Source: an optimization exercise on an open RTL-to-GDS flow (aim: small area, a short achievable clock period and few clock cycles). Production flows keep margins and buffers that such runs may drop.
Only simulation tests tie the RTL to the original design; equivalence was not proved.
No activity file was given, so power comes from the tool's default toggle rates.

==> inputs of delta <==
// matmul_top
module matmul_top
#(
    parameter  int BLOCK   = 4,
    parameter  int INNER   = 4,
    parameter  int A_ROWS  = 8,      
    parameter  int B_COLS  = 8,      
    localparam int A_DEPTH = (A_ROWS / BLOCK) * INNER,
    localparam int B_DEPTH = (B_COLS / BLOCK) * INNER,
    localparam int A_AW    = (A_DEPTH > 1) ? $clog2(A_DEPTH) : 1,
    localparam int B_AW    = (B_DEPTH > 1) ? $clog2(B_DEPTH) : 1,
    localparam int R_AW    = (A_ROWS * B_COLS > 1) ? $clog2(A_ROWS * B_COLS) : 1
) (
    input  logic              clk,
    input  logic              rst_n,
    input  logic              a_we,
    input  logic [A_AW-1:0]   a_addr,      
    input  logic [BLOCK-1:0][ELEM_W-1:0]  a_data,
    input  logic              b_we,
    input  logic [B_AW-1:0]   b_addr,      
    input  logic [BLOCK-1:0][ELEM_W-1:0]  b_data,
    input  logic              start,
    output logic              busy,
    output logic              done,
    input  logic [R_AW-1:0]   res_addr,
    output logic signed [ELEM_W-1:0]             res_data
);
clock: 10.0 ns
lec_check: 0
cap_margin: 20
core_margin: 2
core_utilization: 55
cts_cluster_size: 30
setup_slack_margin: 3.6
slew_margin: 20
synth_hierarchical: 1
run.sh (not shown) runs the stock make flow with config.mk's settings and CLKGATE_MAP_FILE= SYNTH_SCRIPT=/design/flow/synth_recipe.tcl, a recipe that flattens the netlist after the stock synthesis.
==> maple: changes against delta <==
--- a/flow/config.mk
+++ b/flow/config.mk
@@ -8,7 +8,7 @@
 export CAP_MARGIN = 20
 export CORE_MARGIN = 2
-export CORE_UTILIZATION = 55
+export CORE_UTILIZATION = 65
 export CTS_CLUSTER_SIZE = 30
-export SETUP_SLACK_MARGIN = 3.6
+export SETUP_SLACK_MARGIN = 3.0
 export SLEW_MARGIN = 20
 export SYNTH_HIERARCHICAL = 1
==> tundra: changes against delta <==
--- a/flow/config.mk
+++ b/flow/config.mk
@@ -8,5 +8,5 @@
 export CAP_MARGIN = 20
 export CORE_MARGIN = 2
-export CORE_UTILIZATION = 55
+export CORE_UTILIZATION = 65
 export CTS_CLUSTER_SIZE = 30
 export SETUP_SLACK_MARGIN = 3.6
==> qor summary <==
| item | maple | delta | tundra |
|---|---|---|---|
| Die boundary height | 396.5 µm | 430.6 µm | 396.5 µm |
| Total number of multi-input combinational cells | 3039 | 3053 | 3048 |
| Total net switching power | 15.17 mW | 14.82 mW | 14.90 mW |
| Run status | complete, no violations | complete, no violations | complete, no violations |
| Standard cell with the maximum stage delay on the critical path | fa_1 | fa_2 | fa_2 |
| Most prevalent standard cell on the critical path | - | buf_6 | buf_6 |
| Final core occ | 0.7155 | 0.6231 | 0.7305 |
| Most Used Layer, Global Route | met2 | met2 | met1 |
| Final clock skew | 0.08335 ns | 0.05693 ns | 0.08258 ns |
| Max FO, Critical Path | 5 | 7 | 7 |
| Sequential cell area | 0.06404 mm² | 0.06405 mm² | 0.06404 mm² |
| Number of iterations in the first detailed-routing pass | 6 | 5 | 6 |
| Combinational power | 20.7 mW | 20.4 mW | 20.6 mW |
| Launch point of the worst hold path | b_mem.mem[258] | b_mem.mem[162] | b_mem.mem[19] |
| Area of combinational cells with multiple inputs | 0.03340 mm² | 0.03455 mm² | 0.03447 mm² |
| Proportion of power drawn by combinational gates | 0.522 | 0.522 | 0.524 |
| Taps Inserted | 2044 | 2370 | 2044 |
Testbench counts of delta, summed over its fixed seeds: cycles 4,296.
Testbench counts of maple, summed over its fixed seeds: cycles 4,296.
Testbench counts of tundra, summed over its fixed seeds: cycles 4,296.

* * *

==> job 3930 <==
Another version of the RTL of matmul_top (not shown whole).
export LEC_CHECK = 0
export CAP_MARGIN = 20
export CORE_MARGIN = 2
export CORE_UTILIZATION = 65
export CTS_CLUSTER_SIZE = 30
export SETUP_SLACK_MARGIN = 3.45
export SLEW_MARGIN = 20
export SYNTH_HIERARCHICAL = 1
create_clock -name core_clock -period 10.0 [get_ports {clk}]
==> job 5517 (differences from job 3930) <==
CORE_UTILIZATION = 70   (was 65)
==> job 2663 (differences from job 3930) <==
CORE_UTILIZATION = 55   (was 65)
SETUP_SLACK_MARGIN = 3.2   (was 3.45)
==> notes <==
- Fmax: job 5517 < job 2663 < job 3930.
- Sequential share of layout area: job 2663 > job 3930 > job 5517.
- Global-route usage: job 5517 > job 3930 > job 2663.
- The lowest routed wire length belongs to job 2663, the highest to job 5517.
- Between job 5517 and job 2663, the lower die area is in job 5517 (gap 21%, measured against job 2663).
- In job 3930 the first-iteration DRC count is higher than in job 2663, by about 11%.
- Cell area: job 5517 > job 3930 > job 2663.
Testbench counts of job 3930, summed over its fixed seeds: cycles 4,296.
Testbench counts of job 5517, summed over its fixed seeds: cycles 4,296.
Testbench counts of job 2663, summed over its fixed seeds: cycles 4,296.

* * *

==> inputs of run H <==
Another version of the RTL of matmul_top (not shown whole).
Settings: LEC_CHECK=0, ABC_CLOCK_PERIOD_IN_PS=5000, CAP_MARGIN=20, CORE_MARGIN=2, CORE_UTILIZATION=40, SETUP_SLACK_MARGIN=4.5, SLEW_MARGIN=20; clock period 10.0 ns.
==> run X: changes against run H <==
- ABC_CLOCK_PERIOD_IN_PS: 5000 -> not set
- CORE_UTILIZATION: 40 -> 55
- CTS_CLUSTER_SIZE: not set -> 30
- SETUP_SLACK_MARGIN: 4.5 -> 3.6
==> summary.txt <==
- In synthesized area, run H and run X do not differ.
- Design area: run H is larger than run X (about 2.8%).
- Between run X and run H, the lower count of clock-buffer cells in the layout is in run H (gap 25).
- Against run H, the sequential share of layout area of run X is higher by 1.4 points.
Testbench counts of run H, summed over its fixed seeds: cycles 4,296.
Testbench counts of run X, summed over its fixed seeds: cycles 4,296.

* * *

==> job 6271 <==
Starting RTL as in the previous note.
Settings: LEC_CHECK=0, CAP_MARGIN=20, CORE_MARGIN=2, CORE_UTILIZATION=60, CTS_CLUSTER_SIZE=30, SETUP_SLACK_MARGIN=3.1, SLEW_MARGIN=20; clock period 10.0 ns.
==> job 973: changes against job 6271 <==
--- a/flow/config.mk
+++ b/flow/config.mk
@@ -9,5 +9,5 @@
 export CORE_MARGIN = 2
-export CORE_UTILIZATION = 60
+export CORE_UTILIZATION = 55
 export CTS_CLUSTER_SIZE = 30
-export SETUP_SLACK_MARGIN = 3.1
+export SETUP_SLACK_MARGIN = 4.5
 export SLEW_MARGIN = 20
==> comparison table <==
item                                                                job 973            job 6271
Final Routed Wirelength                                           364000 um           340000 um
Core Box Area                                                  190000 sq um        174000 sq um
Result of the run                                  timing/DRC/antenna clean  timing/DRC/antenna clean
Proportion of power drawn by flip-flops and latches                   0.260               0.273
Capture point of the worst path                                res_data[14]  u_res.u_dot.q_s901
Critical path endpoint category                              primary output           flip-flop
Final worst path period need                                        6.72 ns             6.92 ns
Total of cells resized after clock tree synthesis                       984                 147
Number of vias per cell                                                6.72                6.83
Arrival time reported for the critical path endpoint                4.72 ns             7.64 ns
Detail Route met3 WL                                               46800 um            43000 um
Starting utilization of the core area                                 0.554               0.604
Hold path startpoint                                         b_mem.mem[138]        b_mem.mem[6]
Final-layout non-clock buffer area share                             0.0796              0.0419
Width of the die                                                     442 um              423 um
Non-clock inverter instance count of the final layout                   448                 446
Global placer's final weighted congestion                              1.09                1.09
Layout cell share with drive strength beyond 1                        0.274               0.169
Clk latency of the worst-skew pair                                  0.88 ns             0.90 ns
Net Sw Frac                                                           0.415               0.412
Avg WL per Cell                                                     34.3 um             34.1 um
Half-perimeter wire length of the detailed placement result       234000 um           230000 um
Vias in the first global route                                        66400               64500
Worst slew margin relative to its limit                               0.202               0.243
Testbench counts of job 6271, summed over its fixed seeds: cycles 4,296.
Testbench counts of job 973, summed over its fixed seeds: cycles 4,296.

* * *

==> v25 <==
RTL: one of the versions met above, not the one the previous note started from.
clock: 10.0 ns
lec_check: 0
cap_margin: 20
core_margin: 2
core_utilization: 65
cts_cluster_size: 30
setup_slack_margin: 3.2
slew_margin: 20
synth_hierarchical: 1
==> inputs of v38, as changes to v25 <==
- SETUP_SLACK_MARGIN: 3.2 -> 3.75
==> comparison table <==
metric                                                                   v38                 v25
Power in combinational cells                                        0.0211 W            0.0203 W
Clock Latency Late Sink                                              0.87 ns             0.86 ns
Grt met3 use                                                          9.350%              6.983%
Routed length per instance                                          33.35 um            31.53 um
Largest net degree at the start of global routing                        161                 181
Leakage power                                                       38.47 nW            36.30 nW
Buffers & Inverters on Critical Path                                       5                   2
Count of non-CTS buffers in the layout                                   561                 303
Outcome                                             timing/DRC/antenna clean  timing/DRC/antenna clean
Clock share of power                                                   19.0%               19.5%
Worst hold margin                                                  0.3522 ns           0.3684 ns
Filler-free cell count of the finished design                           8235                7942
Worst-margin pin slew                                               1.063 ns            1.212 ns
Post_cts resized                                                         422                 158
Post-route total power                                             0.03991 W           0.03911 W
Area of the multi-input gates                                      35200 um2           33460 um2
Share of the final layout cell area in multi-input gates              30.80%              30.44%
Number of multi-input logic gates                                       3051                3018
Number of clock buffers in the layout                                    237                 233
Endpoint of the most critical register-to-register path   u_res.u_dot.q_s891  u_res.u_dot.q_s903
Testbench counts of v25, summed over its fixed seeds: cycles 4,296.
Testbench counts of v38, summed over its fixed seeds: cycles 4,296.

re-timing with driven ports:
In the flow no input, the clock included, has a driving cell. The finished layouts below were timed again as built, in two steps. Step 1 sets driving cells, clkbuf_16 on the clock port and buf_2 on the other inputs (assumed; they add their load-dependent delay and slew). Step 2 also shifts input and output timing later by t, the mid clock arrival at the registers, as if the neighbouring blocks saw the same clock. Three values: ideal ports, drivers, drivers and shift; two values: the first two.
run | t, ns | slack for setup (ns) | worst setup path at the end | slew at the worst register clock pin (ns) | worst slew at a driven data input, ns
delta | 0.931 | 3.126 / 3.038 / 2.435 | input to register | 0.06 / 0.06 | 0.36
maple | 0.901 | 3.028 / 2.949 / 2.116 | input to register | 0.08 / 0.08 | 0.18
tundra | 0.911 | 3.190 / 3.102 / 2.419 | input to register | 0.08 / 0.08 | 0.37
job 3930 | 0.904 | 3.236 / 3.148 / 2.395 | input to register | 0.07 / 0.07 | 0.25
job 5517 | 0.926 | 3.048 / 2.954 / 2.312 | input to register | 0.10 / 0.10 | 0.34
job 2663 | 0.913 | 3.211 / 3.125 / 2.285 | input to register | 0.07 / 0.07 | 0.17
run H | 0.947 | 3.196 / 3.103 / 2.163 | input to register | 0.07 / 0.07 | 0.30
run X | 0.929 | 3.288 / 3.097 / 2.168 | input to register | 0.07 / 0.07 | 0.34
job 6271 | 0.959 | 3.077 / 2.836 / 1.877 | input to register | 0.07 / 0.07 | 0.36
job 973 | 0.927 | 3.281 / 3.053 / 2.126 | input to register | 0.07 / 0.07 | 0.40
v25 | 0.918 | 3.205 / 3.121 / 2.249 | input to register | 0.07 / 0.07 | 0.19
v38 | 0.902 | 3.245 / 3.157 / 2.434 | input to register | 0.08 / 0.08 | 0.45
After both steps every run listed still meets setup and hold. For job 6271, which loses most, drivers alone change the setup slack by -0.241 ns; drivers and shift together by -1.200 ns.
